Context: an optimization exercise on an open-source flow, tuned for small area. The choices shown serve that exercise and are no tape-out recipe. RTL that was checked went through simulation tests only; none was proved equivalent to the original. Function not checked in runs 1 and 2: the RTL went through the layout flow alone. Power is estimated from default activity; no workload was simulated.

==> design/flow/config.mk <==
export PLATFORM = sky130hd
export DESIGN_NAME = fifo_ctl_top
export DESIGN_NICKNAME = fifo_ctl_top
export VERILOG_FILES = /design/flow/design.v
export SDC_FILE = /design/flow/constraint.sdc
export NUM_CORES = 4
export LEC_CHECK = 0
export CAP_MARGIN = 20
export CORE_MARGIN = 2
export CORE_UTILIZATION = 40
export SLEW_MARGIN = 20
==> design/flow/constraint.sdc <==
create_clock -name core_clock -period 4.0 [get_ports {clk}]
set_input_delay 0.8000 -clock core_clock [delete_from_list [all_inputs] [get_ports {clk}]]
set_output_delay 0.8000 -clock core_clock [all_outputs]
set_load 0.01 [all_outputs]
==> design/flow/design.v <==
`timescale 1ns/100ps
module fifo_ctl_top
(
    input  logic        clk,
    input  logic        rst,
    input  logic [63:0] i_rx_data,           
    input  logic        i_rx_valid,
    output logic [31:0] o_tx_data,
    output logic [1:0]  o_tx_tag,            
    output logic [1:0]  o_tx_ctx,
    output logic        o_tx_valid,
    input  logic        i_tx_ready
);
    logic        magic_ok;
    logic        is_loop;
    logic        is_cmd;
    logic [15:0] cmd_addr;
    logic [15:0] cmd_mask;
    logic [15:0] cmd_value;
    logic [2:0]  off;
    logic        rw_hit;
    logic        do_read;
    logic        do_write;
    assign magic_ok  = i_rx_valid && (i_rx_data[7:0] == 8'h77);
    assign is_loop   = magic_ok && (i_rx_data[9:8] == 2'b10);
    assign is_cmd    = magic_ok && (i_rx_data[9:8] == 2'b11);
    assign cmd_addr  = i_rx_data[31:16];
    assign cmd_mask  = {i_rx_data[39:32], i_rx_data[47:40]};
    assign cmd_value = {i_rx_data[55:48], i_rx_data[63:56]};
    assign off       = cmd_addr[2:0];
    assign rw_hit    = cmd_addr[15] && (cmd_addr[14:3] == 12'd0) && (off != 3'd7);
    assign do_read   = is_cmd && i_rx_data[12];
    assign do_write  = is_cmd && i_rx_data[13] && rw_hit;
    logic [7:0]  rw_b [0:7];
    logic [15:0] send_count;
    logic        send_en;
    logic        do_count;
    logic        resp_afull;
    assign send_count = {rw_b[5], rw_b[4]};
    assign send_en    = rw_b[2][0];
    assign do_count   = !do_read && !do_write && !resp_afull && send_en &&
                        (send_count != 16'h0000);
    logic [15:0] count_dec;
    assign count_dec = send_count - 16'd1;
    always_ff @(posedge clk)
    begin
        for (int b = 0; b < 8; b++)
            for (int j = 0; j < 8; j++)
            begin
                if (rst)
                    rw_b[b][j] <= (b == 0) ? 1'((8'hcd >> j) & 1) :
                                  (b == 1) ? 1'((8'hef >> j) & 1) : 1'b0;
                else if (do_write && b < 7 && off == 3'(b) && cmd_mask[j])
                    rw_b[b][j] <= cmd_value[j];
                else if (do_write && b > 0 && off == 3'(b - 1) && cmd_mask[8 + j])
                    rw_b[b][j] <= cmd_value[8 + j];
                else if (do_count && (b == 4 || b == 5))
                    rw_b[b][j] <= count_dec[(b - 4) * 8 + j];
            end
    end
    logic [15:0] rw_rd;          
    logic [19:0] resp_in;
    always_comb
    begin
        rw_rd = 16'h0000;
        for (int b = 0; b < 7; b++)
            if (off == 3'(b))
                rw_rd = {rw_b[b], rw_b[b + 1]};
    end
    always_comb
    begin
        if (do_read)
            resp_in = rw_hit ? {1'b1, off, rw_rd} : {4'b0000, cmd_addr};
        else
            resp_in = {4'b1111, send_count};
    end
    function automatic logic [15:0] ro_data(input logic [15:0] a);
        logic [127:0] img;
        logic [7:0]   lo;
        logic [7:0]   hi;
        img = 128'hc0ffee01_0005_0201_00000010_0000_ab89;
        lo  = img[{a[3:0], 3'b000} +: 8];
        hi  = img[{a[3:0] + 4'd1, 3'b000} +: 8];
        if (a[15:4] == 12'd0 && a[3:0] != 4'hf)
            ro_data = {lo, hi};
        else
            ro_data = 16'h0000;
    endfunction
    logic [33:0] loop_mem [0:15];
    logic [19:0] resp_mem [0:15];
    logic [3:0]  loop_wp, loop_rp, resp_wp, resp_rp;
    logic [4:0]  loop_cnt, resp_cnt;         
    logic        loop_pend, resp_pend;       
    logic        loop_ne, resp_ne;           
    logic        loop_full, resp_full;       
    logic        resp_af;                    
    logic [4:0]  loop_cnt_nx, resp_cnt_nx;
    logic        loop_wr, resp_wr;
    logic        loop_pop, resp_pop;
    logic        load_ok;
    assign resp_afull = resp_af;
    assign load_ok  = !o_tx_valid || i_tx_ready;
    assign loop_pop = load_ok && loop_ne;
    assign resp_pop = load_ok && !loop_ne && resp_ne;
    assign loop_cnt_nx = loop_cnt + 5'(loop_pend) - 5'(loop_pop);
    assign resp_cnt_nx = resp_cnt + 5'(resp_pend) - 5'(resp_pop);
    assign loop_wr = !rst && is_loop && (!loop_full || loop_pop);
    assign resp_wr = !rst && (do_read || do_count) && (!resp_full || resp_pop);
    always_ff @(posedge clk)
    begin
        if (rst)
        begin
            loop_wp   <= '0;
            loop_rp   <= '0;
            loop_cnt  <= '0;
            loop_pend <= 1'b0;
            loop_ne   <= 1'b0;
            loop_full <= 1'b0;
            resp_wp   <= '0;
            resp_rp   <= '0;
            resp_cnt  <= '0;
            resp_pend <= 1'b0;
            resp_ne   <= 1'b0;
            resp_full <= 1'b0;
            resp_af   <= 1'b0;
        end
        else
        begin
            loop_cnt  <= loop_cnt_nx;
            loop_pend <= loop_wr;
            loop_ne   <= (loop_cnt_nx != 5'd0);
            loop_full <= (loop_cnt_nx + 5'(loop_wr) == 5'd16);
            resp_cnt  <= resp_cnt_nx;
            resp_pend <= resp_wr;
            resp_ne   <= (resp_cnt_nx != 5'd0);
            resp_full <= (resp_cnt_nx + 5'(resp_wr) == 5'd16);
            resp_af   <= (resp_cnt_nx >= 5'd12);
            if (loop_wr)
                loop_wp <= loop_wp + 4'd1;
            if (resp_wr)
                resp_wp <= resp_wp + 4'd1;
            if (loop_pop)
                loop_rp <= loop_rp + 4'd1;
            if (resp_pop)
                resp_rp <= resp_rp + 4'd1;
        end
    end
    always_ff @(posedge clk)
    begin
        if (loop_wr)
            loop_mem[loop_wp] <= {i_rx_data[11:10], i_rx_data[63:32]};
        if (resp_wr)
            resp_mem[resp_wp] <= resp_in;
    end
    logic [33:0] loop_head;
    logic [19:0] resp_head;
    logic [31:0] resp_word;
    always_comb
    begin
        loop_head = '0;
        resp_head = '0;
        for (int i = 0; i < 16; i++)
        begin
            loop_head = loop_head | ({34{loop_rp == 4'(i)}} & loop_mem[i]);
            resp_head = resp_head | ({20{resp_rp == 4'(i)}} & resp_mem[i]);
        end
    end
    always_comb
    begin
        if (!resp_head[19])
            resp_word = {resp_head[15:0], ro_data(resp_head[15:0])};
        else if (resp_head[18:16] == 3'd7)
            resp_word = {16'hfffe, resp_head[15:0]};
        else
            resp_word = {13'h1000, resp_head[18:16], resp_head[15:0]};
    end
    logic tag_resp;
    always_ff @(posedge clk)
    begin
        if (rst)
            o_tx_valid <= 1'b0;
        else if (load_ok)
            o_tx_valid <= loop_pop || resp_pop;
    end
    always_ff @(posedge clk)
    begin
        if (loop_pop)
        begin
            o_tx_data <= loop_head[31:0];
            o_tx_ctx  <= loop_head[33:32];
            tag_resp  <= 1'b0;
        end
        else if (resp_pop)
        begin
            o_tx_data <= resp_word;
            o_tx_ctx  <= 2'b00;
            tag_resp  <= 1'b1;
        end
    end
    assign o_tx_tag = {1'b1, tag_resp};
endmodule
==> design/flow/run.sh <==
#!/bin/bash
# synth_recipe.tcl (not shown) runs the flow's synth.tcl, then flattens the netlist and writes it again
# the make line also repeats each setting of config.mk as NAME=value (left out here)
make -C /OpenROAD-flow-scripts/flow DESIGN_CONFIG=/design/flow/config.mk WORK_HOME=/design/flow/orfs CLKGATE_MAP_FILE= SYNTH_SCRIPT=/design/flow/synth_recipe.tcl finish
==> key figures, run 1 <==
Critical path
  – Crit-path cells: inv_1 > ha_2 > buf_6 > a22o_1 > a221oi_1 > o2111ai_1 > buf_4 > nand3_1 > xnor2_1 > or4_1 > a31oi_1
  – Longest individual stage delay on the worst path: 0.66 ns
  – Source of the worst register-to-register timing path: resp_rp[1]
  – Cells on worst reg2reg path: 11
  – Required time at the endpoint of the critical path: 4.48 ns
  – WS Path Type: reg -> reg
  – Critical Path Sink Type: register
  – Standard cell with the maximum stage delay on the critical path: o2111ai_1
  – CP top delay family: compound AO/OA/AOI/OAI gates
  – Maximum fanout count along the critical path: 27
  – WP data arrival: 4.36 ns
  – Setup slack of the worst register-to-register path: 0.12 ns
  – Buf+Inv Stages, Crit Path: 3
  – Element type at the critical path start: register
  – Reg-to-reg endpoint: o_tx_data[0]

Place
  – Number of port buffers: 101
  – Placed instance area: 44,500 um^2
  – Final weighted congestion in routability-driven placement: 0.861
  – Dpl hpwl: 77.0 mm
  – Setup slack after placement: -0.0512 ns

Finish
  – Commonest cells after routing, fill and taps aside: edfxtp_1 (898), nand2_1 (195), buf_4 (195)
  – Proportion of layout cells with a drive suffix above 1: 0.155
  – Area growth from synthesis to final layout: 18.6%
  – Design Area, Final: 47,900 um^2
  – # nets final: 3,106
  – Commonest non-fill, non-tap cell in the layout: edfxtp_1

Die
  – Core Footprint: 100,000 um^2
  – Initial cell density of the core: 0.403
  – Chip Width: 322 um
  – Std cell rows: 116
  – I/O pin count: 105
  – Overall die area: 104,000 um^2
  – Die height: 322 um

Detailed routing
  – Via count: 27.0k
  – DRC violations left: 0
  – Routed WL: 127 mm
  – Iter 0 DRT Violations: 3,962
  – Drt first pass iters: 6
  – Number of nets with antenna violations after routing: 0
  – DR WL/cell: 29.0 um
  – Average via count per standard cell: 6.16

Job
  – # Max-Cap Violations: 0

Status
  – Run status: no timing/DRC/antenna violations

Yosys
  – Number of synthesized register bits: 997
  – Post-Synthesis Cell Area: 40,400 um^2
  – Async SR Flop Fraction: 0
  – Synthesized instance count: 2,773
  – Post-synth net total: 2,881
  – Number of synthesized flops with an enable pin: 898
  – Average instance area after synthesis: 14.6 um^2
  – Predominant post-synthesis flop cell: edfxtp_1
  – Distinct cells, synth: 88
  – Fraction of the yosys area taken by sequential cells: 0.717
  – Number of warnings reported in the yosys synthesis log: 50

Power
  – Internal power consumption: 19,000 uW
  – Part of the power in combinational logic: 0.167
  – Part of the power in registers: 0.454
  – Leakage power: 0.0156 uW
  – Net Switching: 6800 uW
  – Net switching fraction of the power: 0.264
  – Peak VDD IR: 354 uV
  – Power per cell area: 538 nW/um^2
  – Clock power share: 0.378

Global route
  – Global routing usage summed across all routing layers: 0.242
  – Via count of the first global-routing pass: 26.4k
  – Gr ovfl total: 0
  – Number of antenna violations at the first check in global routing: 8
  – Wire length of the first global-routing pass: 183 mm
  – Maximum number of pins on one net before global-route repair: 59

Timing
  – Ratio of final minimum period to clock period: 0.971
  – Number of slew-limit violations in the final report: 0
  – Worst slew slack as a fraction of its limit: 0.221
  – Worst hold slack: 0.460 ns
  – Unrepaired setup endpoints after global routing: no
  – Final hold viol count: 0
  – Setup slack after layout: 0.115 ns
  – Final count of negative-setup-slack endpoints: 0
  – Worst Tran Pin Value: 1.17 ns
  – Worst Skew: 0.0289 ns
  – Max Clk Rate: 0.257 GHz
  – Final critical delay including setup and external delays: 3.88 ns

Clock network
  – TritonCTS clock tree: done
  – Clock transition time at the flip-flop clock pins of the worst setup and hold paths: 0.06 ns
  – TritonCTS sink count: 997
  – H-tree depth: 3
  – Insertion delay of the later-clocked pin in the worst-skew pair: 0.69 ns
  – Number of buffers inserted for hold repair after clock tree synthesis: 0
  – Longest Clk Path Bufs: 3
  – Post CTS Setup Buffer Count: 0
  – Clock buffers created by TritonCTS: 101
  – Cell at the root of the clock tree: clkbuf_16

Hold path
  – Count of cells along the worst hold path: 2
  – Worst min path class: reg -> reg
  – Hold path endpoint: rw_b[7][6]
  – Beginning of the worst hold path: rw_b[7][6]
-- stage by stage --
stage | instances | total power, uW | setup TNS [ns] | utilization
2_1_floorplan | 2773 | 14200 | -87.55 | -
3_3_place_gp | 4193 | 16100 | -0.435 | 0.444
3_5_place_dp | 4193 | 16200 | -0.309 | 0.444
5_1_grt | 4384 | 26600 | 0 | 0.478
6_report | 4385 | 25800 | 0 | 0.479
4_1_cts | 4383 | 25800 | 0 | 0.478
-- logic make-up (layout without fill, tap and decap cells) --
group	count (synthesis)	after routing	share of synthesized area
AOI/OAI and AO/OA	772	772	0.143
adders and majority gates	40	40	0.0128
buffers and inverters	245	557	0.0247
muxes	90	90	0.0247
and+or+nand+nor	593	593	0.0708
DFF	997	997	0.717
other	1	3	0.0000928
xor gates and xnor gates	35	35	0.00759
-- power groups by stage --
stage / Sequential [uW] / Clock [uW] / Combinational (uW)
after floorplan: 12000 / 0 / 2230
after global placement: 11900 / 0 / 4190
after detailed placement: 12000 / 0 / 4240
after CTS: 11700 / 9850 / 4260
after global routing: 11700 / 10200 / 4620
final: 11700 / 9750 / 4320
-- synth_stat cells, types with 6 or more instances --
| cell | count | area share |
|---|---|---|
| a211oi_1 | 40 | 0.0074 |
| or4_1 | 7 | 0.0013 |
| o2bb2ai_1 | 6 | 0.0013 |
| xnor2_1 | 20 | 0.0043 |
| a21o_1 | 11 | 0.0020 |
| nand4_1 | 38 | 0.0059 |
| edfxtp_1 | 898 | 0.67 |
| o211ai_1 | 11 | 0.0020 |
| nand3b_1 | 6 | 0.0011 |
| a22oi_1 | 147 | 0.027 |
| ha_1 | 38 | 0.012 |
| mux4_2 | 6 | 0.0033 |
| nor3_1 | 27 | 0.0033 |
| clkbuf_1 | 134 | 0.012 |
| o2111ai_1 | 7 | 0.0015 |
| a311o_1 | 6 | 0.0015 |
| o221ai_1 | 16 | 0.0035 |
| a222oi_1 | 40 | 0.0099 |
| a31oi_1 | 25 | 0.0039 |
| dfxtp_1 | 99 | 0.049 |
| o21a_1 | 15 | 0.0028 |
| o21bai_1 | 12 | 0.0022 |
| a22o_1 | 86 | 0.019 |
| mux2i_1 | 66 | 0.016 |
| inv_1 | 40 | 0.0037 |
| mux2_2 | 17 | 0.0047 |
| and2_1 | 15 | 0.0023 |
| a221o_1 | 8 | 0.0020 |
| nor2b_1 | 21 | 0.0033 |
| a21oi_1 | 146 | 0.018 |
| a221oi_1 | 73 | 0.016 |
| nor2_1 | 141 | 0.013 |
| buf_2 | 35 | 0.0043 |
| and3_1 | 16 | 0.0025 |
| nand2b_1 | 9 | 0.0014 |
| buf_1 | 26 | 0.0024 |
| xor2_1 | 15 | 0.0033 |
| a32oi_1 | 23 | 0.0050 |
| nand3_1 | 76 | 0.0094 |
| nand2_1 | 197 | 0.018 |
| or3_1 | 6 | 0.00093 |
| nor3b_1 | 6 | 0.0011 |
| a311oi_1 | 10 | 0.0022 |
| o21ai_0 | 44 | 0.0055 |
-- worst max-delay path by stage --
stage | start | end | cells past startpoint
global placement | i_rx_data[8] | resp_mem[4][19] | 9
detailed placement | i_rx_data[8] | resp_mem[4][19] | 9
finish | resp_rp[1] | o_tx_data[0] | 11
global route | resp_rp[1] | o_tx_data[0] | 11
CTS | resp_rp[1] | o_tx_data[10] | 11
floorplan | i_rx_data[7] | loop_mem[7][0] | 5
-- routing by layer --
metal	global-route usage	vias to the layer above	wire (um)
li1	-	11500	-
met1	0.338	13800	51300
met2	0.390	1491	59900
met3	0.0385	188	12400
met4	0.0758	10	3520
met5	0	-	71
-- worst register-to-register path, stage by stage, from the launching register on --
cell and delay [ns]:
dfxtp_1 0.36, inv_1 0.13, ha_2 0.44, buf_6 0.32, a22o_1 0.21, a221oi_1 0.05
o2111ai_1 0.66, buf_4 0.33, nand3_1 0.20, xnor2_1 0.24, or4_1 0.43, a31oi_1 0.30
-- state kept, by name (all words and copies together), names as in the netlist --
signal and count:
o_tx_ctx 2, loop_wp 4, resp_wp 4, loop_pend 1, resp_rp 4, loop_full 1
resp_ne 1, o_tx_valid 1, loop_ne 1, resp_cnt 5, resp_mem 320, resp_pend 1
loop_cnt 5, loop_mem 544, resp_af 1, tag_resp 1, loop_rp 4, rw_b 64
resp_full 1, o_tx_data 32
-- cell type report --
type	instances	area (um^2)
repair buffers	323	2990
inverters	44	165
multi-input cells	1531	10800
clock buffers	120	2620
well taps	1298	1620
clock inverters	70	810
fillers	8561	52200
flip-flops and latches	997	29000
diodes	2	5.00
-- timing repair --
action / CTS / global route
setup endpoints to repair: 0 / 7
endpoints found under the hold margin: 0 / 0
gates resized for setup: 0 / 8
==> run 2, diff against run 1 <==
--- a/design/flow/config.mk
+++ b/design/flow/config.mk
@@ -10,2 +10,5 @@
 export CORE_UTILIZATION = 40
+export CTS_BUF_LIST = sky130_fd_sc_hd__clkbuf_16
+export CTS_CLUSTER_DIAMETER = 120
+export CTS_CLUSTER_SIZE = 30
 export SLEW_MARGIN = 20
==> run 2 against run 1 <==
  * Still clean
  * Clock power shrank about 50%
  * Combinational power is essentially flat
  * First-iteration DRC count shrank 3.6%
  * Cell count shrank 2.9%
  * Sequential share of layout area grew 3.1 points
  * Setup slack gained 0.040 ns
  * Maximum frequency grew 1.0%
  * Critical path type unchanged
  * Largest cell class unchanged
  * Largest power group unchanged
==> key figures, run 2 <==
Status
  – Run status: no timing/DRC/antenna violations

Die
  – Core Footprint: 100,000 um^2 (unchanged)
  – Die height: 322 um (unchanged)
  – I/O pin count: 105 (unchanged)
  – Overall die area: 104,000 um^2 (unchanged)
  – Initial cell density of the core: 0.403 (unchanged)
  – Std cell rows: 116 (unchanged)
  – Chip Width: 322 um (unchanged)

Clock network
  – Longest Clk Path Bufs: 3 (unchanged)
  – Clock transition time at the flip-flop clock pins of the worst setup and hold paths: 0.12 ns (+0.06 ns)
  – Cell at the root of the clock tree: clkbuf_16
  – Insertion delay of the later-clocked pin in the worst-skew pair: 0.62 ns (-0.07 ns)
  – Number of buffers inserted for hold repair after clock tree synthesis: 0 (unchanged)
  – H-tree depth: 2 (-1)
  – TritonCTS clock tree: done
  – TritonCTS sink count: 997 (unchanged)
  – Clock buffers created by TritonCTS: 39 (-61%)

Power
  – Clock power share: 0.234 (-0.144)
  – Part of the power in combinational logic: 0.206 (+0.039)
  – Part of the power in registers: 0.559 (+0.105)
  – Leakage power: 0.0146 uW (-6.8%)
  – Power per cell area: 459 nW/um^2 (-15%)
  – Net switching fraction of the power: 0.280 (+0.0161)
  – Peak VDD IR: 300 uV (-15%)
  – Internal power consumption: 15,100 uW (-21%)
  – Net Switching: 5860 uW (-14%)

Timing
  – Final count of negative-setup-slack endpoints: 0 (unchanged)
  – Final hold viol count: 0 (unchanged)
  – Unrepaired setup endpoints after global routing: no
  – Ratio of final minimum period to clock period: 0.961 (-0.0100)
  – Worst hold slack: 0.466 ns (+0.00599 ns)
  – Final critical delay including setup and external delays: 3.84 ns (-0.0401 ns)
  – Number of slew-limit violations in the final report: 0 (unchanged)
  – Worst Skew: 0.0211 ns (-0.00777 ns)
  – Setup slack after layout: 0.155 ns (+0.0401 ns)
  – Worst slew slack as a fraction of its limit: 0.255 (+0.0342)
  – Worst Tran Pin Value: 1.12 ns (-0.0513 ns)
  – Max Clk Rate: 0.260 GHz (+1.0%)
  – Setup TNS: 0 ns (unchanged)

Critical path
  – Crit-path cells: inv_1 > ha_2 > buf_12 > a222oi_1 > mux4_2 > nand3_1 > or4b_4 > nor4b_4 > nand2_1 > or4_1 > a31oi_1
  – Worst setup path end: o_tx_data[0]
  – Critical Path Sink Type: register
  – Element type at the critical path start: register
  – First element of the critical path: resp_rp[0]
  – WP data arrival: 4.27 ns (-0.09 ns)
  – Reg-to-reg endpoint: o_tx_data[0]
  – Standard cell with the maximum stage delay on the critical path: or4b_4
  – Maximum fanout count along the critical path: 12 (-56%)
  – Cells on worst reg2reg path: 11 (unchanged)
  – Source of the worst register-to-register timing path: resp_rp[0]
  – Required time at the endpoint of the critical path: 4.43 ns (-0.05 ns)
  – WS Path Type: reg -> reg
  – Setup slack of the worst register-to-register path: 0.16 ns (+0.04 ns)
  – Longest individual stage delay on the worst path: 0.55 ns (-0.11 ns)

Finish
  – Proportion of layout cells with a drive suffix above 1: 0.125 (-0.0295)
  – Area growth from synthesis to final layout: 12.9%
  – # nets final: 3,044 (-2.0%)
  – Number of flip-flops in the largest register: 544 (unchanged)
  – Regs by FF count: loop_mem (544), resp_mem (320), rw_b (64)
  – Register with the highest flop count: loop_mem
  – Filler Cells Inserted: 8,743 (+2.1%)
  – Filler-free cell count of the finished design: 4,257 (-2.9%)
  – Design Area, Final: 45,600 um^2 (-4.9%)
  – Commonest non-fill, non-tap cell in the layout: edfxtp_1
  – Commonest cells after routing, fill and taps aside: edfxtp_1 (898), nand2_1 (195), buf_4 (195)

Yosys
  – Post-Synthesis Cell Area: 40,400 um^2 (unchanged)
  – Leading post-synthesis cells by cell area: edfxtp_1 (67%), dfxtp_1 (4.9%), a22oi_1 (2.7%), a22o_1 (1.9%), nand2_1 (1.8%)
  – Count leader, synth: edfxtp_1
  – Number of synthesized register bits: 997 (unchanged)
  – Synthesized instance count: 2,773 (unchanged)
  – Yosys top cell area share: 0.668 (unchanged)
  – Post-synth net total: 2,881 (unchanged)
  – Predominant post-synthesis flop cell: edfxtp_1
  – Distinct cells, synth: 88 (unchanged)
  – Largest area contributor in the synthesized netlist: edfxtp_1
  – Async SR Flop Fraction: 0 (unchanged)
  – Fraction of the yosys area taken by sequential cells: 0.717 (unchanged)
  – Average instance area after synthesis: 14.6 um^2 (unchanged)
  – Number of warnings reported in the yosys synthesis log: 50 (unchanged)
  – Number of synthesized flops with an enable pin: 898 (unchanged)
  – Commonest cells post-synth: edfxtp_1 (898), nand2_1 (197), a22oi_1 (147)

Place
  – Dpl hpwl: 77.0 mm (unchanged)
  – Number of port buffers: 101 (unchanged)
  – Final weighted congestion in routability-driven placement: 0.861 (unchanged)
  – Post-placement cell count: 4,193 (unchanged)
  – Setup slack after placement: -0.0512 ns (unchanged)
  – Placed instance area: 44,500 um^2 (unchanged)

Detailed routing
  – Number of nets with antenna violations after routing: 0 (unchanged)
  – DRC violations left: 0 (unchanged)
  – Average via count per standard cell: 6.20 (+0.68%)
  – Iter 0 DRT Violations: 3,818 (-3.6%)
  – Detailed-routed wire length on met2: 59.2 mm (-1.2%)
  – Drt first pass iters: 7 (+1)
  – Top routing layer in use: met5
  – Routed length on met3: 11.5 mm (-6.6%)
  – DR WL/cell: 29.5 um (+1.6%)
  – Via count: 26.4k (-2.3%)
  – Routed WL: 125 mm (-1.4%)
  – Length of routed wiring on met1: 51.7 mm (+0.75%)

Global route
  – Gr ovfl total: 0 (unchanged)
  – Global routing usage summed across all routing layers: 0.238 (-0.00398)
  – Via count of the first global-routing pass: 25.7k (-2.4%)
  – Number of antenna violations at the first check in global routing: 7 (-1)
  – Maximum number of pins on one net before global-route repair: 59 (unchanged)
  – Wire length of the first global-routing pass: 181 mm (-1.4%)

Hold path
  – Worst min path class: reg -> reg

Job
  – # Max-Cap Violations: 0 (unchanged)
## run 2: cell count changes in the layout (fill, tap and decap cells not counted), moves of 2 or more
cell        previous run  this run
clkinv_2              20         0
inv_6                  3         1
clkbuf_1              18         0
clkinvlp_4             5         0
bufinv_16             16         0
clkinv_1              24         2
inv_1                 40        60
clkbuf_16            102        39
## run 2: layout make-up
type / count / area, um^2 / area share
diodes: 2 / 5.00 / 0.000110
clock buffers: 39 / 976 / 0.0214
clock inverters: 23 / 111 / 0.00244
inverters: 44 / 165 / 0.00362
multi-input cells: 1531 / 10800 / 0.236
flip-flops and latches: 997 / 29000 / 0.635
well taps: 1298 / 1620 / 0.0356
repair buffers: 323 / 2990 / 0.0656
## run 2: routing by layer
| metal | GRT usage | up-vias |
|---|---|---|
| met4 | 0.0564 | 8 |
| li1 | - | 11300 |
| met2 | 0.388 | 1400 |
| met5 | 0 | - |
| met1 | 0.339 | 13500 |
| met3 | 0.0329 | 139 |
## run 2: kinds of logic (layout without fill, tap and decap cells)
logic type               after synthesis  in the layout  share of synthesized area
other                                  1              3                  0.0000928
adder cells (fa/ha/maj)               40             40                     0.0128
buffers and inverters                245            429                     0.0247
AO/OA/AOI/OAI                        772            772                      0.143
flip-flops                           997            997                      0.717
multiplexers                          90             90                     0.0247
XOR/XNOR                              35             35                    0.00759
AND/OR/NAND/NOR                      593            593                     0.0708
## run 2: how the worst min path moves through the flow
stage	from	depth (start not counted)	to
after CTS	rw_b[7][6]	2	rw_b[7][6]
after floorplan	rw_b[0][1]	2	rw_b[0][1]
after global routing	rw_b[7][2]	2	rw_b[7][2]
after global placement	rw_b[0][5]	2	rw_b[0][5]
final	rw_b[7][6]	2	rw_b[7][6]
after detailed placement	rw_b[7][6]	2	rw_b[7][6]
## run 2: what timing repair did
action / 4_1_cts / 5_1_grt
setup endpoints to repair: 0 / 6
gates resized for setup: 0 / 9
buffers inserted: 0 / 0
## run 2: power groups by stage
stage          registers (uW)  logic [uW]  clock network [uW]
2_1_floorplan           12000        2230                   0
3_3_place_gp            11900        4190                   0
3_5_place_dp            12000        4240                   0
4_1_cts                 11700        4260                4970
5_1_grt                 11700        4630                5300
6_report                11700        4320                4900
## run 2: worst max-delay path, delay by kind of cell (launching register included)
family	cells	cell delay (ns)
and+or+nand+nor	5	1.68
AOI/OAI and AO/OA	2	0.63
muxes	1	0.35
DFF	1	0.42
adders and majority gates	1	0.29
buffers and inverters	2	0.29
## run 2: metrics by stage
stage / total power [uW] / utilization
after global placement: 16100 / 0.444
after global routing: 21700 / 0.455
after floorplan: 14200 / -
after CTS: 20900 / 0.455
after detailed placement: 16200 / 0.444
final: 20900 / 0.455
==> run 3, diff against run 2 <==
--- a/design/flow/design.v
+++ b/design/flow/design.v
@@ -93,5 +93,2 @@
     logic        loop_pend, resp_pend;       
-    logic        loop_ne, resp_ne;           
-    logic        loop_full, resp_full;       
-    logic        resp_af;                    
     logic [4:0]  loop_cnt_nx, resp_cnt_nx;
@@ -100,10 +97,10 @@
     logic        load_ok;
-    assign resp_afull = resp_af;
+    assign resp_afull = (resp_cnt >= 5'd12);
     assign load_ok  = !o_tx_valid || i_tx_ready;
-    assign loop_pop = load_ok && loop_ne;
-    assign resp_pop = load_ok && !loop_ne && resp_ne;
+    assign loop_pop = load_ok && (loop_cnt != 5'd0);
+    assign resp_pop = load_ok && (loop_cnt == 5'd0) && (resp_cnt != 5'd0);
     assign loop_cnt_nx = loop_cnt + 5'(loop_pend) - 5'(loop_pop);
     assign resp_cnt_nx = resp_cnt + 5'(resp_pend) - 5'(resp_pop);
-    assign loop_wr = !rst && is_loop && (!loop_full || loop_pop);
-    assign resp_wr = !rst && (do_read || do_count) && (!resp_full || resp_pop);
+    assign loop_wr = !rst && is_loop && (loop_cnt_nx != 5'd16);
+    assign resp_wr = !rst && (do_read || do_count) && (resp_cnt_nx != 5'd16);
     always_ff @(posedge clk)
@@ -116,4 +113,2 @@
             loop_pend <= 1'b0;
-            loop_ne   <= 1'b0;
-            loop_full <= 1'b0;
             resp_wp   <= '0;
@@ -122,5 +117,2 @@
             resp_pend <= 1'b0;
-            resp_ne   <= 1'b0;
-            resp_full <= 1'b0;
-            resp_af   <= 1'b0;
         end
@@ -130,9 +122,4 @@
             loop_pend <= loop_wr;
-            loop_ne   <= (loop_cnt_nx != 5'd0);
-            loop_full <= (loop_cnt_nx + 5'(loop_wr) == 5'd16);
             resp_cnt  <= resp_cnt_nx;
             resp_pend <= resp_wr;
-            resp_ne   <= (resp_cnt_nx != 5'd0);
-            resp_full <= (resp_cnt_nx + 5'(resp_wr) == 5'd16);
-            resp_af   <= (resp_cnt_nx >= 5'd12);
             if (loop_wr)
@@ -157,12 +144,4 @@
     logic [31:0] resp_word;
-    always_comb
-    begin
-        loop_head = '0;
-        resp_head = '0;
-        for (int i = 0; i < 16; i++)
-        begin
-            loop_head = loop_head | ({34{loop_rp == 4'(i)}} & loop_mem[i]);
-            resp_head = resp_head | ({20{resp_rp == 4'(i)}} & resp_mem[i]);
-        end
-    end
+    assign loop_head = loop_mem[loop_rp];
+    assign resp_head = resp_mem[resp_rp];
     always_comb
--- a/design/flow/config.mk
+++ b/design/flow/config.mk
@@ -10,5 +10,2 @@
 export CORE_UTILIZATION = 40
-export CTS_BUF_LIST = sky130_fd_sc_hd__clkbuf_16
-export CTS_CLUSTER_DIAMETER = 120
-export CTS_CLUSTER_SIZE = 30
 export SLEW_MARGIN = 20
==> run 3 against run 2 <==
  * Critical path depth up 6
  * Die area up 2.1%
  * Maximum frequency up 1.6%
  * Hold slack worse by 0.0064 ns
  * Synthesized cell count down 13%
  * Sequential power about the same
  * Utilization up 2.7 points
  * Highest routed layer is now met4
  * Power up 32%
  * Critical endpoint is now resp_mem[2][13]
  * Non-clock buffer count down 23
==> key figures, run 3 <==
Yosys
  – Largest area contributor in the synthesized netlist: edfxtp_1
  – Count leader, synth: edfxtp_1
  – Synth Area in Compound Gates: 0.0490 (-0.0937)
  – Post-Synthesis Cell Area: 41,200 um^2 (+2.1%)
  – Post-synthesis share of cell area spent on full adders, half adders and majority gates: 0.0104 (-0.00238)
  – XOR/XNOR Fraction of Synth Area: 0.00786 (+0.000270)
  – Predominant post-synthesis flop cell: edfxtp_1
  – Synthesized instance count: 2,400 (-13%)
  – Number of synthesized flops with an enable pin: 898 (unchanged)
  – Fraction of the mapped netlist area in simple logic gates: 0.0571 (-0.0137)
  – Combinational family with the most area after synthesis: multiplexers
  – Post-synth net total: 2,501 (-13%)
  – Number of synthesized register bits: 1,000 (+0.30%)
  – Async SR Flop Fraction: 0 (unchanged)
  – Fraction of synthesized area in multiplexers: 0.154 (+0.129)
  – Yosys top cell area share: 0.654 (-0.0136)
  – Leading post-synthesis cells by cell area: edfxtp_1 (65%), mux4_2 (14%), dfxtp_1 (5.0%), nand2_1 (1.7%), mux2i_1 (1.6%)
  – Commonest cells post-synth: edfxtp_1 (898), mux4_2 (249), nand2_1 (191)
  – Distinct cells, synth: 72 (-18%)
  – Number of warnings reported in the yosys synthesis log: 50 (unchanged)
  – Fraction of the yosys area taken by sequential cells: 0.703 (-0.0131)
  – Average instance area after synthesis: 17.2 um^2 (+18%)

Die
  – Std cell rows: 117 (+0.86%)
  – Chip Width: 325 um (+1.0%)
  – Overall die area: 106,000 um^2 (+2.1%)
  – Die height: 325 um (+1.0%)
  – I/O pin count: 105 (unchanged)
  – Core Footprint: 102,000 um^2 (+1.9%)
  – Initial cell density of the core: 0.404 (+0.000764)

Finish
  – Commonest cells after routing, fill and taps aside: edfxtp_1 (898), mux4_2 (249), nand2_1 (187)
  – Register with the highest flop count: loop_mem
  – Filler Cells Inserted: 8,462 (-3.2%)
  – Commonest non-fill, non-tap cell in the layout: edfxtp_1
  – Regs by FF count: loop_mem (544), resp_mem (320), rw_b (64)
  – Design Area, Final: 49,200 um^2 (+7.8%)
  – # nets final: 2,750 (-9.7%)
  – Area growth from synthesis to final layout: 19.2%
  – Proportion of layout cells with a drive suffix above 1: 0.250 (+0.125)
  – Filler-free cell count of the finished design: 4,100 (-3.7%)
  – Number of flip-flops in the largest register: 544 (unchanged)

Power
  – Peak VDD IR: 678 uV (+130%)
  – Leakage power: 0.0159 uW (+9.3%)
  – Total Power: 27,600 uW (+32%)
  – Power per cell area: 562 nW/um^2 (+22%)

Timing
  – Unrepaired setup endpoints after global routing: no
  – Final hold viol count: 0 (unchanged)
  – Worst slew slack as a fraction of its limit: 0.235 (-0.0207)
  – Worst Tran Pin Value: 1.14 ns (+0.0287 ns)
  – Max Clk Rate: 0.264 GHz (+1.6%)
  – Final critical delay including setup and external delays: 3.79 ns (-0.0594 ns)
  – Number of slew-limit violations in the final report: 0 (unchanged)
  – Setup slack after layout: 0.215 ns (+0.0594 ns)
  – Setup TNS: 0 ns (unchanged)
  – Ratio of final minimum period to clock period: 0.946 (-0.0148)
  – Final count of negative-setup-slack endpoints: 0 (unchanged)
  – Worst Skew: 0.0353 ns (+0.0142 ns)

Critical path
  – Longest individual stage delay on the worst path: 0.50 ns (-0.05 ns)
  – WS Path Type: reg -> reg
  – Maximum fanout count along the critical path: 10 (-2)
  – Required time at the endpoint of the critical path: 4.36 ns (-0.07 ns)
  – Standard cell with the maximum stage delay on the critical path: or4b_4
  – Critical Path Sink Type: register
  – Element type at the critical path start: register
  – Crit-path cells: inv_2 > ha_2 > or4b_4 > nor3_4 > xor2_1 > ha_2 > fa_2 > a21oi_2 > o21bai_1 > xor2_1 > a41oi_1 > a21boi_4 > nand2_1 > buf_4 > nor3_4 > buf_12 > buf_12
  – WP data arrival: 4.14 ns (-0.13 ns)

Detailed routing
  – Iter 0 DRT Violations: 2,655 (-30%)
  – DRC violations left: 0 (unchanged)
  – Drt first pass iters: 9 (+2)
  – Routed WL: 109 mm (-13%)
  – DR WL/cell: 26.7 um (-9.4%)
  – Number of nets with antenna violations after routing: 0 (unchanged)
  – Average via count per standard cell: 5.76 (-7.1%)
  – Via count: 23.6k (-11%)

Clock network
  – Clock transition time at the flip-flop clock pins of the worst setup and hold paths: 0.06 ns (-0.06 ns)
  – Insertion delay of the later-clocked pin in the worst-skew pair: 0.67 ns (+0.05 ns)
  – Number of buffers inserted for hold repair after clock tree synthesis: 0 (unchanged)
  – Longest Clk Path Bufs: 3 (unchanged)
  – Cell at the root of the clock tree: clkbuf_16
  – H-tree depth: 3 (+1)
  – Clock buffers created by TritonCTS: 99 (+150%)
  – TritonCTS sink count: 1,000 (+0.30%)
  – TritonCTS clock tree: done

Global route
  – Wire length of the first global-routing pass: 161 mm (-11%)
  – Via count of the first global-routing pass: 23.7k (-7.8%)
  – Gr ovfl total: 0 (unchanged)
  – Global routing usage summed across all routing layers: 0.205 (-0.0336)
  – Maximum number of pins on one net before global-route repair: 75 (+27%)
  – Number of antenna violations at the first check in global routing: 2 (-5)

Place
  – Number of port buffers: 101 (unchanged)
  – Setup slack after placement: -0.334 ns (-0.283 ns)
  – Placed instance area: 45,900 um^2 (+3.3%)
  – Final weighted congestion in routability-driven placement: 0.887 (+2.9%)
  – Post-placement cell count: 3,912 (-6.7%)
  – Dpl hpwl: 73.0 mm (-5.1%)

Hold path
  – Worst min path class: reg -> reg

Job
  – # Max-Cap Violations: 0 (unchanged)

Status
  – Run status: no timing/DRC/antenna violations
-- run 3: through the flow --
step / hold WS (ns) / util
2_1_floorplan: 0.429 / -
3_3_place_gp: 0.442 / 0.450
3_5_place_dp: 0.451 / 0.450
4_1_cts: 0.459 / 0.481
5_1_grt: 0.486 / 0.482
6_report: 0.459 / 0.482
-- run 3: worst max-delay path: cells and delay by family (launching register included) --
| kind | cells | cell delay, ns |
|---|---|---|
| flops | 1 | 0.33 |
| compound gates | 4 | 0.70 |
| xor+xnor | 2 | 0.25 |
| simple gates | 4 | 0.99 |
| buf+inv | 4 | 0.52 |
| fa+ha+maj | 3 | 0.71 |
-- run 3: area by class of cell --
class / count / area (um^2) / share of cell area
antenna: 1 / 2.50 / 0.0000509
clock inverter: 62 / 536 / 0.0109
tap: 1368 / 1710 / 0.0348
inverter: 30 / 115 / 0.00234
timing repair buffer: 300 / 3220 / 0.0654
multi-input combinational: 1218 / 11900 / 0.243
clock buffer: 121 / 2630 / 0.0536
sequential: 1000 / 29000 / 0.590
-- run 3: cells by family (layout without fill, tap and decap cells) --
| kind of cell | after synthesis | count (layout) |
|---|---|---|
| other | 1 | 2 |
| adder cells (fa/ha/maj) | 33 | 33 |
| buffers and inverters | 182 | 513 |
| AND/OR/NAND/NOR | 520 | 520 |
| AO/OA/AOI/OAI | 305 | 305 |
| multiplexers | 322 | 322 |
| XOR/XNOR | 37 | 37 |
| flip-flops | 1000 | 1000 |
-- run 3: power by group --
part | internal [uW] | leakage, uW | switching (uW)
Sequential | 11700 | 0.00907 | 225
Combinational | 3140 | 0.00532 | 3530
Clock | 5090 | 0.00155 | 3920
-- run 3: final timing paths --
check | slack, ns | endpoint | cells past startpoint | startpoint
min | 0.46 | rw_b[0][4] | 2 | rw_b[0][4]
max reg2reg | 0.21 | resp_mem[2][13] | 17 | loop_cnt[3]
min reg2reg | 0.46 | rw_b[0][4] | 2 | rw_b[0][4]
max | 0.21 | resp_mem[2][13] | 17 | loop_cnt[3]
-- run 3: timing repair --
action | CTS | global route
pin swaps | 0 | 4
cloned | 0 | 2
endpoints found under the setup margin | 1 | 300
resized for setup | 0 | 9
endpoints found under the hold margin | 0 | 0
buffers inserted | 0 | 3
-- run 3: per-layer routing --
metal / GRT usage / routed length [um]
met5: 0 / 0
met4: 0.0496 / 2170
met3: 0.0317 / 7610
met1: 0.296 / 47800
met2: 0.326 / 51800
==> run 4, diff against run 3 <==
--- a/design/flow/design.v
+++ b/design/flow/design.v
@@ -21,2 +21,3 @@
     logic        rw_hit;
+    logic        ro_hit;
     logic        do_read;
@@ -31,2 +32,3 @@
     assign rw_hit    = cmd_addr[15] && (cmd_addr[14:3] == 12'd0) && (off != 3'd7);
+    assign ro_hit    = !cmd_addr[15] && (cmd_addr[14:4] == 11'd0) && (cmd_addr[3:0] != 4'hf);
     assign do_read   = is_cmd && i_rx_data[12];
@@ -44,2 +46,12 @@
     assign count_dec = send_count - 16'd1;
+    logic [7:0] v_par [0:1];
+    logic [7:0] m_par [0:1];
+    logic [7:0] touch;
+    assign v_par[0] = off[0] ? cmd_value[15:8] : cmd_value[7:0];
+    assign v_par[1] = off[0] ? cmd_value[7:0]  : cmd_value[15:8];
+    assign m_par[0] = off[0] ? cmd_mask[15:8]  : cmd_mask[7:0];
+    assign m_par[1] = off[0] ? cmd_mask[7:0]   : cmd_mask[15:8];
+    always_comb
+        for (int b = 0; b < 8; b++)
+            touch[b] = do_write && ((b < 7 && off == 3'(b)) || (b > 0 && off == 3'(b - 1)));
     always_ff @(posedge clk)
@@ -52,6 +64,4 @@
                                   (b == 1) ? 1'((8'hef >> j) & 1) : 1'b0;
-                else if (do_write && b < 7 && off == 3'(b) && cmd_mask[j])
-                    rw_b[b][j] <= cmd_value[j];
-                else if (do_write && b > 0 && off == 3'(b - 1) && cmd_mask[8 + j])
-                    rw_b[b][j] <= cmd_value[8 + j];
+                else if (touch[b] && m_par[b % 2][j])
+                    rw_b[b][j] <= v_par[b % 2][j];
                 else if (do_count && (b == 4 || b == 5))
@@ -64,6 +74,7 @@
     begin
-        rw_rd = 16'h0000;
-        for (int b = 0; b < 7; b++)
-            if (off == 3'(b))
-                rw_rd = {rw_b[b], rw_b[b + 1]};
+        logic [7:0] ev;
+        logic [7:0] od;
+        ev = rw_b[{off[2:1] + 2'(off[0]), 1'b0}];
+        od = rw_b[{off[2:1], 1'b1}];
+        rw_rd = off[0] ? {od, ev} : {ev, od};
     end
@@ -72,3 +83,3 @@
         if (do_read)
-            resp_in = rw_hit ? {1'b1, off, rw_rd} : {4'b0000, cmd_addr};
+            resp_in = rw_hit ? {1'b1, off, rw_rd} : {3'b000, ro_hit, cmd_addr};
         else
@@ -76,3 +87,3 @@
     end
-    function automatic logic [15:0] ro_data(input logic [15:0] a);
+    function automatic logic [15:0] ro_data(input logic hit, input logic [3:0] a);
         logic [127:0] img;
@@ -81,5 +92,5 @@
         img = 128'hc0ffee01_0005_0201_00000010_0000_ab89;
-        lo  = img[{a[3:0], 3'b000} +: 8];
-        hi  = img[{a[3:0] + 4'd1, 3'b000} +: 8];
-        if (a[15:4] == 12'd0 && a[3:0] != 4'hf)
+        lo  = img[{a, 3'b000} +: 8];
+        hi  = img[{a + 4'd1, 3'b000} +: 8];
+        if (hit)
             ro_data = {lo, hi};
@@ -93,2 +104,5 @@
     logic        loop_pend, resp_pend;       
+    logic        loop_ne, resp_ne;           
+    logic        loop_full, resp_full;       
+    logic        resp_af;                    
     logic [4:0]  loop_cnt_nx, resp_cnt_nx;
@@ -97,10 +111,10 @@
     logic        load_ok;
-    assign resp_afull = (resp_cnt >= 5'd12);
+    assign resp_afull = resp_af;
     assign load_ok  = !o_tx_valid || i_tx_ready;
-    assign loop_pop = load_ok && (loop_cnt != 5'd0);
-    assign resp_pop = load_ok && (loop_cnt == 5'd0) && (resp_cnt != 5'd0);
+    assign loop_pop = load_ok && loop_ne;
+    assign resp_pop = load_ok && !loop_ne && resp_ne;
     assign loop_cnt_nx = loop_cnt + 5'(loop_pend) - 5'(loop_pop);
     assign resp_cnt_nx = resp_cnt + 5'(resp_pend) - 5'(resp_pop);
-    assign loop_wr = !rst && is_loop && (loop_cnt_nx != 5'd16);
-    assign resp_wr = !rst && (do_read || do_count) && (resp_cnt_nx != 5'd16);
+    assign loop_wr = !rst && is_loop && (!loop_full || loop_pop);
+    assign resp_wr = !rst && (do_read || do_count) && (!resp_full || resp_pop);
     always_ff @(posedge clk)
@@ -113,2 +127,4 @@
             loop_pend <= 1'b0;
+            loop_ne   <= 1'b0;
+            loop_full <= 1'b0;
             resp_wp   <= '0;
@@ -117,2 +133,5 @@
             resp_pend <= 1'b0;
+            resp_ne   <= 1'b0;
+            resp_full <= 1'b0;
+            resp_af   <= 1'b0;
         end
@@ -122,4 +141,9 @@
             loop_pend <= loop_wr;
+            loop_ne   <= (loop_cnt_nx != 5'd0);
+            loop_full <= (loop_cnt_nx + 5'(loop_wr) == 5'd16);
             resp_cnt  <= resp_cnt_nx;
             resp_pend <= resp_wr;
+            resp_ne   <= (resp_cnt_nx != 5'd0);
+            resp_full <= (resp_cnt_nx + 5'(resp_wr) == 5'd16);
+            resp_af   <= (resp_cnt_nx >= 5'd12);
             if (loop_wr)
@@ -144,4 +168,12 @@
     logic [31:0] resp_word;
-    assign loop_head = loop_mem[loop_rp];
-    assign resp_head = resp_mem[resp_rp];
+    always_comb
+    begin
+        loop_head = '0;
+        resp_head = '0;
+        for (int i = 0; i < 16; i++)
+        begin
+            loop_head = loop_head | ({34{loop_rp == 4'(i)}} & loop_mem[i]);
+            resp_head = resp_head | ({20{resp_rp == 4'(i)}} & resp_mem[i]);
+        end
+    end
     always_comb
@@ -149,3 +181,3 @@
         if (!resp_head[19])
-            resp_word = {resp_head[15:0], ro_data(resp_head[15:0])};
+            resp_word = {resp_head[15:0], ro_data(resp_head[16], resp_head[3:0])};
         else if (resp_head[18:16] == 3'd7)
--- a/design/flow/config.mk
+++ b/design/flow/config.mk
@@ -10,2 +10,5 @@
 export CORE_UTILIZATION = 40
+export CTS_BUF_LIST = sky130_fd_sc_hd__clkbuf_16
+export CTS_CLUSTER_DIAMETER = 100
+export CTS_CLUSTER_SIZE = 30
 export SLEW_MARGIN = 20
==> run 4 against run 3 <==
  * Still clean on timing, DRC and antenna
  * Non-clock buffer count fell by 18
  * Routed wire length increased by 9.2%
  * Critical path depth fell by 7
  * Critical path type unchanged
==> key figures, run 4 <==
Finish
  – Commonest cells after routing, fill and taps aside: edfxtp_1 (898), a22oi_1 (179), buf_4 (151)
  – # nets final: 2,854 (+3.8%)
  – Register with the highest flop count: loop_mem
  – Area growth from synthesis to final layout: 13.2%
  – Number of flip-flops in the largest register: 544 (unchanged)
  – Commonest non-fill, non-tap cell in the layout: edfxtp_1
  – Design Area, Final: 44,700 um^2 (-9.1%)
  – Regs by FF count: loop_mem (544), resp_mem (320), rw_b (64)
  – Proportion of layout cells with a drive suffix above 1: 0.129 (-0.122)

Yosys
  – Async SR Flop Fraction: 0 (unchanged)
  – Yosys top cell area share: 0.683 (+0.0289)
  – Distinct cells, synth: 80 (+11%)
  – Average instance area after synthesis: 15.3 um^2 (-11%)
  – Leading post-synthesis cells by cell area: edfxtp_1 (68%), dfxtp_1 (5.0%), a22oi_1 (3.4%), a22o_1 (1.9%), a221oi_1 (1.6%)
  – Predominant post-synthesis flop cell: edfxtp_1
  – Synthesized instance count: 2,578 (+7.4%)
  – Fraction of the yosys area taken by sequential cells: 0.733 (+0.0295)
  – Number of synthesized register bits: 997 (-0.30%)
  – Count leader, synth: edfxtp_1
  – Number of warnings reported in the yosys synthesis log: 52 (+4.0%)
  – Post-synth net total: 2,691 (+7.6%)
  – Number of synthesized flops with an enable pin: 898 (unchanged)
  – Commonest cells post-synth: edfxtp_1 (898), a22oi_1 (179), nand2_1 (152)
  – Post-Synthesis Cell Area: 39,500 um^2 (-4.2%)
  – Largest area contributor in the synthesized netlist: edfxtp_1

Clock network
  – Cell at the root of the clock tree: clkbuf_16
  – TritonCTS clock tree: done
  – Clock buffers created by TritonCTS: 41 (-59%)
  – Number of buffers inserted for hold repair after clock tree synthesis: 0 (unchanged)
  – TritonCTS sink count: 997 (-0.30%)
  – Insertion delay of the later-clocked pin in the worst-skew pair: 0.64 ns (-0.03 ns)
  – Longest Clk Path Bufs: 3 (unchanged)
  – Clock transition time at the flip-flop clock pins of the worst setup and hold paths: 0.11 ns (+0.05 ns)
  – Post CTS Setup Buffer Count: 0 (unchanged)
  – Number of instances resized during post-cts repair: 0 (unchanged)
  – H-tree depth: 2 (-1)

Critical path
  – Element type at the critical path start: register
  – Longest individual stage delay on the worst path: 0.93 ns (+0.43 ns)
  – Source of the worst register-to-register timing path: resp_rp[0]
  – Cell occurring most often along the worst timing path: buf_4
  – Maximum fanout count along the critical path: 19 (+9)
  – Standard cell with the maximum stage delay on the critical path: nor3b_1
  – WS Path Type: reg -> reg
  – Required time at the endpoint of the critical path: 4.41 ns (+0.05 ns)
  – Setup slack of the worst register-to-register path: 0.24 ns (+0.03 ns)
  – Crit-path cells: ha_1 > buf_4 > nor3b_1 > a32o_1 > a221oi_1 > nand3_1 > nand2_1 > o21ai_1 > buf_4 > a2bb2oi_1
  – Cells on worst reg2reg path: 10 (-7)
  – Critical Path Sink Type: register
  – Reg-to-reg endpoint: o_tx_data[24]
  – WP data arrival: 4.17 ns (+0.03 ns)

Place
  – Dpl hpwl: 74.8 mm (+2.3%)
  – Final weighted congestion in routability-driven placement: 0.858 (-3.3%)
  – Placed instance area: 43,400 um^2 (-5.4%)
  – Number of port buffers: 101 (unchanged)

Global route
  – Maximum number of pins on one net before global-route repair: 81 (+8.0%)
  – Via count of the first global-routing pass: 24.1k (+1.8%)
  – Wire length of the first global-routing pass: 169 mm (+5.4%)
  – Gr ovfl total: 0 (unchanged)
  – Global routing usage summed across all routing layers: 0.230 (+0.0252)
  – Number of antenna violations at the first check in global routing: 13 (+11)

Detailed routing
  – Drt first pass iters: 6 (-3)
  – Routed WL: 120 mm (+9.2%)
  – DRC violations left: 0 (unchanged)
  – Iter 0 DRT Violations: 3,684 (+39%)
  – Via count: 24.8k (+4.9%)
  – Average via count per standard cell: 6.11 (+6.1%)
  – DR WL/cell: 29.5 um (+10%)
  – Number of nets with antenna violations after routing: 0 (unchanged)

Die
  – Overall die area: 101,000 um^2 (-4.2%)
  – Chip Width: 318 um (-2.1%)
  – Initial cell density of the core: 0.402 (-0.00169)
  – I/O pin count: 105 (unchanged)
  – Core Footprint: 98,100 um^2 (-3.8%)
  – Std cell rows: 115 (-1.7%)
  – Die height: 318 um (-2.1%)

Timing
  – Final critical delay including setup and external delays: 3.76 ns (-0.0287 ns)
  – Final hold viol count: 0 (unchanged)
  – Worst Tran Pin Value: 1.15 ns (+0.00356 ns)
  – Worst Skew: 0.0402 ns (+0.00496 ns)
  – Number of slew-limit violations in the final report: 0 (unchanged)
  – Ratio of final minimum period to clock period: 0.939 (-0.00718)
  – Unrepaired setup endpoints after global routing: no
  – Max Clk Rate: 0.266 GHz (+0.76%)
  – Worst slew slack as a fraction of its limit: 0.231 (-0.00334)
  – Final count of negative-setup-slack endpoints: 0 (unchanged)

Hold path
  – Count of cells along the worst hold path: 2 (unchanged)
  – Worst min path class: reg -> reg
  – Hold path endpoint: rw_b[3][7]
  – Beginning of the worst hold path: rw_b[3][7]

Power
  – Peak VDD IR: 329 uV (-51%)
  – Total Power: 21,000 uW (-24%)
  – Power per cell area: 469 nW/um^2 (-17%)
  – Leakage power: 0.0141 uW (-12%)

Job
  – # Max-Cap Violations: 0 (unchanged)

Status
  – Run status: no timing/DRC/antenna violations
[run 4: cell families after synthesis]
family          count (synthesis)  synth area share
flops                         997             0.733
compound gates                656             0.124
simple gates                  554            0.0701
buf+inv                       201            0.0202
mux                            88            0.0297
fa+ha+maj                      45            0.0146
xor+xnor                       36           0.00817
other cells                     1         0.0000950
[run 4: how the worst max path moves through the flow]
stage | startpoint | to | depth (start not counted) | slack (ns)
2_1_floorplan | i_rx_data[7] | loop_mem[7][0] | 5 | -0.28
3_3_place_gp | i_rx_data[17] | resp_mem[1][17] | 11 | 0.04
3_5_place_dp | i_rx_data[17] | resp_mem[12][1] | 10 | 0.11
4_1_cts | resp_rp[0] | o_tx_data[9] | 14 | 0.31
5_1_grt | resp_rp[0] | o_tx_data[9] | 14 | 0.04
6_report | resp_rp[0] | o_tx_data[24] | 10 | 0.24
[run 4: critical path: cells and delay by family (launching register included)]
kind	cells	cell delay [ns]
AND/OR/NAND/NOR	3	1.29
adder cells (fa/ha/maj)	1	0.35
buffers and inverters	2	0.61
flip-flops	1	0.43
AO/OA/AOI/OAI	4	0.83
[run 4: layer usage]
layer  track usage  vias to the layer above  share of wire
met5             0                        -        0.00033
li1              -                    10600              -
met4        0.0725                        6          0.033
met1         0.329                    12700           0.41
met3        0.0377                      152          0.097
met2         0.361                     1300           0.46
[run 4: metrics by stage]
| step | setup slack, ns | std cells | utilization | setup TNS (ns) | hold WS (ns) |
|---|---|---|---|---|---|
| 2_1_floorplan | -0.278 | 2578 | - | -97.24 | 0.432 |
| 3_3_place_gp | 0.0399 | 3983 | 0.442 | 0 | 0.443 |
| 3_5_place_dp | 0.111 | 3985 | 0.443 | 0 | 0.454 |
| 4_1_cts | 0.311 | 4047 | 0.455 | 0 | 0.466 |
| 5_1_grt | 0.0442 | 4049 | 0.456 | 0 | 0.498 |
| 6_report | 0.244 | 4053 | 0.456 | 0 | 0.468 |
[run 4: final cells by class]
cell class	count	area [um^2]
Antenna cell	6	15.0
Clock buffer	41	1030
Clock inverter	21	223
Fill cell	8525	53400
Inverter	39	146
Multi-Input combinational cell	1380	10000
Sequential cell	997	29000
Tap cell	1287	1610
Timing Repair Buffer	282	2750
[run 4: where the power goes]
part           switching (uW)  total [uW]  internal, uW
Sequential                216       11800         11600
Combinational            2380        3890          1500
Clock                    3230        5270          2040
Total                    5830       21000         15100
==> run 5, diff against run 4 <==
--- a/design/flow/config.mk
+++ b/design/flow/config.mk
@@ -7,5 +7,5 @@
 export LEC_CHECK = 0
-export CAP_MARGIN = 20
+export CAP_MARGIN = 0
 export CORE_MARGIN = 2
-export CORE_UTILIZATION = 40
+export CORE_UTILIZATION = 55
 export CTS_BUF_LIST = sky130_fd_sc_hd__clkbuf_16
@@ -13,2 +13,2 @@
 export CTS_CLUSTER_SIZE = 30
-export SLEW_MARGIN = 20
+export SLEW_MARGIN = 0
==> run 5 against run 4 <==
  * Clock power decreased by 4.9%
  * Hold slack improved by 0.0045 ns
  * Still clean
  * Critical path depth is 3 higher
  * Largest cell class unchanged
  * Synthesized cell count is the same
  * Sequential power about the same
  * Cell count down 8.4%
  * Register-to-register slack better by 0.05 ns
  * Via count increased by 0.70%
  * Highest routed layer unchanged
  * Power is 1.3% lower
  * Cell area decreased by 1.2%
==> key figures, run 5 <==
Place
  – Final weighted congestion in routability-driven placement: 0.891 (+3.9%)
  – Placed instance area: 43,000 um^2 (-0.94%)
  – Dpl hpwl: 71.7 mm (-4.0%)
  – Number of port buffers: 101 (unchanged)

Yosys
  – Fraction of the mapped netlist area in simple logic gates: 0.0701 (unchanged)
  – Yosys top cell area share: 0.683 (unchanged)
  – Average instance area after synthesis: 15.3 um^2 (unchanged)
  – Largest area contributor in the synthesized netlist: edfxtp_1
  – XOR/XNOR Fraction of Synth Area: 0.00817 (unchanged)
  – Commonest cells post-synth: edfxtp_1 (898), a22oi_1 (179), nand2_1 (152)
  – Post-Synthesis Cell Area: 39,500 um^2 (unchanged)
  – Post-synth net total: 2,691 (unchanged)
  – Predominant post-synthesis flop cell: edfxtp_1
  – Leading post-synthesis cells by cell area: edfxtp_1 (68%), dfxtp_1 (5.0%), a22oi_1 (3.4%), a22o_1 (1.9%), a221oi_1 (1.6%)
  – Post-synthesis share of cell area spent on full adders, half adders and majority gates: 0.0146 (unchanged)
  – Combinational family with the most area after synthesis: compound AO/OA/AOI/OAI gates
  – Fraction of the yosys area taken by sequential cells: 0.733 (unchanged)
  – Synth Area in Compound Gates: 0.124 (unchanged)
  – Number of synthesized flops with an enable pin: 898 (unchanged)
  – Number of synthesized register bits: 997 (unchanged)
  – Number of warnings reported in the yosys synthesis log: 52 (unchanged)
  – Synthesized instance count: 2,578 (unchanged)
  – Count leader, synth: edfxtp_1
  – Distinct cells, synth: 80 (unchanged)
  – Async SR Flop Fraction: 0 (unchanged)
  – Fraction of synthesized area in multiplexers: 0.0297 (unchanged)

Timing
  – Final hold viol count: 0 (unchanged)
  – Number of slew-limit violations in the final report: 0 (unchanged)
  – Ratio of final minimum period to clock period: 0.926 (-0.0132)
  – Worst Tran Pin Value: 1.25 ns (+0.107 ns)
  – Unrepaired setup endpoints after global routing: no
  – Worst slew slack as a fraction of its limit: 0.158 (-0.0733)
  – Final critical delay including setup and external delays: 3.70 ns (-0.0529 ns)
  – Final count of negative-setup-slack endpoints: 0 (unchanged)
  – Worst hold slack: 0.473 ns (+0.00452 ns)
  – Max Clk Rate: 0.270 GHz (+1.4%)
  – Worst Skew: 0.0361 ns (-0.00416 ns)

Clock network
  – Post CTS Setup Buffer Count: 0 (unchanged)
  – Clock transition time at the flip-flop clock pins of the worst setup and hold paths: 0.11 ns (about the same)
  – TritonCTS clock tree: done
  – Number of instances resized during post-cts repair: 0 (unchanged)
  – Number of buffers inserted for hold repair after clock tree synthesis: 0 (unchanged)
  – H-tree depth: 2 (unchanged)
  – TritonCTS sink count: 997 (unchanged)
  – Longest Clk Path Bufs: 3 (unchanged)
  – Clock buffers created by TritonCTS: 40 (-2.4%)
  – Cell at the root of the clock tree: clkbuf_16
  – Insertion delay of the later-clocked pin in the worst-skew pair: 0.63 ns (about the same)

Detailed routing
  – DRC violations left: 0 (unchanged)
  – Length of routed wiring on met1: 46.6 mm (-5.7%)
  – Average via count per standard cell: 6.71 (+9.9%)
  – Routed length on met3: 10.1 mm (-12%)
  – Routed WL: 117 mm (-2.0%)
  – DR WL/cell: 31.5 um (+6.9%)
  – Top routing layer in use: met5
  – Drt first pass iters: 6 (unchanged)
  – Via count: 24.9k (+0.70%)
  – Detailed-routed wire length on met2: 57.2 mm (+5.1%)
  – Number of nets with antenna violations after routing: 0 (unchanged)
  – Iter 0 DRT Violations: 3,614 (-1.9%)

Job
  – # Max-Cap Violations: 0 (unchanged)

Critical path
  – Setup slack of the worst register-to-register path: 0.30 ns (+0.05 ns)
  – Element type at the critical path start: register
  – CP top delay family: adder cells
  – Critical Path Sink Type: register
  – WS Path Type: reg -> reg
  – Crit-path cells: inv_1 > ha_1 > buf_4 > nand2_1 > mux4_2 > o211a_1 > inv_1 > ha_1 > inv_1 > ha_1 > mux2i_1 > or3_1 > a21oi_1
  – Buf+Inv Stages, Crit Path: 4 (+2)
  – WP data arrival: 4.11 ns (-0.06 ns)
  – Reg-to-reg endpoint: o_tx_data[2]
  – Standard cell with the maximum stage delay on the critical path: ha_1
  – First element of the critical path: resp_rp[0]
  – Maximum fanout count along the critical path: 10 (-9)
  – Source of the worst register-to-register timing path: resp_rp[0]
  – Longest individual stage delay on the worst path: 0.44 ns (-0.49 ns)
  – Cells on worst reg2reg path: 13 (+3)
  – Required time at the endpoint of the critical path: 4.41 ns (about the same)

Die
  – Chip Width: 272 um (-15%)
  – Std cell rows: 98 (-15%)
  – Initial cell density of the core: 0.554 (+0.152)
  – I/O pin count: 105 (unchanged)
  – Core Footprint: 71,200 um^2 (-27%)
  – Overall die area: 74,000 um^2 (-27%)
  – Die height: 272 um (-15%)

Power
  – Power per cell area: 468 nW/um^2 (-0.17%)
  – Total Power: 20,700 uW (-1.3%)
  – Peak VDD IR: 411 uV (+25%)
  – Leakage power: 0.0141 uW (about the same)

Finish
  – Design Area, Final: 44,200 um^2 (-1.2%)
  – Area growth from synthesis to final layout: 11.9%
  – Proportion of layout cells with a drive suffix above 1: 0.127 (-0.00163)
  – Regs by FF count: loop_mem (544), resp_mem (320), rw_b (64)
  – Commonest non-fill, non-tap cell in the layout: edfxtp_1
  – Total inserted antenna cells: 0 (-6)
  – Final Util: 0.620 (+0.165)
  – # nets final: 2,853 (-0.035%)
  – Register with the highest flop count: loop_mem
  – Number of flip-flops in the largest register: 544 (unchanged)
  – Commonest cells after routing, fill and taps aside: edfxtp_1 (898), a22oi_1 (179), buf_4 (151)

Hold path
  – Beginning of the worst hold path: rw_b[3][7]
  – Count of cells along the worst hold path: 2 (unchanged)
  – Worst min path class: reg -> reg
  – Hold path endpoint: rw_b[3][7]

Global route
  – Number of antenna violations at the first check in global routing: 6 (-7)
  – Wire length of the first global-routing pass: 167 mm (-1.3%)
  – Global routing usage summed across all routing layers: 0.314 (+0.0842)
  – Maximum number of pins on one net before global-route repair: 79 (-2.5%)
  – Via count of the first global-routing pass: 24.0k (-0.48%)
  – Gr ovfl total: 0 (unchanged)

Status
  – Run status: no timing/DRC/antenna violations
[run 5: layout make-up]
cell class                 count  area, um^2
clock buffer                  40        1000
tap                          950        1190
multi-input combinational   1380        9990
inverter                      39         146
fill                        5330       27100
clock inverter                26         158
timing repair buffer         282        2750
sequential                   997       29000
[run 5: per-layer routing]
layer | global-route usage | up-vias
met5 | 0 | -
met3 | 0.0401 | 159
met1 | 0.442 | 12800
li1 | - | 10600
met2 | 0.526 | 1346
met4 | 0.0771 | 6
[run 5: tightest hold or removal path, stage by stage (launching register included)]
cell     delay [ns]
dfxtp_1        0.33
nand2_1        0.06
a21oi_1        0.06
[run 5: logic make-up (layout without fill, tap and decap cells)]
family | count (synthesis) | count (layout)
flops | 997 | 997
compound gates | 656 | 656
simple gates | 554 | 554
buf+inv | 201 | 387
mux | 88 | 88
fa+ha+maj | 45 | 45
xor+xnor | 36 | 36
other cells | 1 | 1
[run 5: power by group]
| group | internal, uW | total (uW) | switching [uW] |
|---|---|---|---|
| Clock | 1890 | 5010 | 3120 |
| Combinational | 1540 | 3960 | 2420 |
| Sequential | 11600 | 11700 | 130 |
[run 5: worst max-delay path by stage]
stage                       to  slack [ns]  cells past startpoint
2_1_floorplan   loop_mem[7][0]       -0.28                      5
3_3_place_gp   resp_mem[5][15]       0.004                     11
3_5_place_dp   resp_mem[4][15]        0.02                     11
4_1_cts           o_tx_data[2]        0.36                     13
5_1_grt           o_tx_data[3]        0.04                     14
6_report          o_tx_data[2]        0.30                     13
[run 5: metrics by stage]
step,setup WS [ns],cells,TNS [ns]
finish,0.296,3714,0
global placement,0.00361,3648,0
global route,0.0361,3714,0
detailed placement,0.0208,3648,0
CTS,0.356,3714,0
floorplan,-0.278,2578,-97.24

port drivers added, routing unchanged:
How much do the figures lean on ideal ports? The routed layouts below were timed once more, with nothing changed but the port constraints.
Step 1 (the two cells are an assumption about what drives the block):
set clk [get_ports {clk}]
set_driving_cell -lib_cell sky130_fd_sc_hd__clkbuf_16 $clk
set_driving_cell -lib_cell sky130_fd_sc_hd__buf_2 [delete_from_list [all_inputs] $clk]
Step 2, shift: input delay + t, output delay - t, t = (earliest + latest rising clock arrival at the registers) / 2. This alone moves slack from input paths to output paths.
Three values: ideal ports, drivers, drivers and shift; two values: the first two.
| run | t (ns) | slack for setup (ns) | hold WS [ns] | worst setup path at the end | cell pins on the clock port's net |
|---|---|---|---|---|---|
| run 1 | 0.746 | 0.115 / 0.115 / -0.112 | 0.460 / 0.460 / 0.460 | input to register | 1 |
| run 2 | 0.682 | 0.155 / 0.155 / -0.090 | 0.466 / 0.466 / 0.466 | input to register | 1 |
| run 3 | 0.718 | 0.215 / 0.215 / -0.269 | 0.459 / 0.459 / 0.459 | input to register | 1 |
| run 4 | 0.697 | 0.244 / 0.244 / 0.150 | 0.468 / 0.468 / 0.468 | input to register | 1 |
| run 5 | 0.683 | 0.296 / 0.296 / 0.040 | 0.473 / 0.473 / 0.473 | input to register | 1 |
Met with ideal ports but missed after step 2: setup timing in run 1, run 2 and run 3. The setup slack of run 3, which loses most, moves by 0.000 ns with the drivers and by -0.484 ns with both steps.
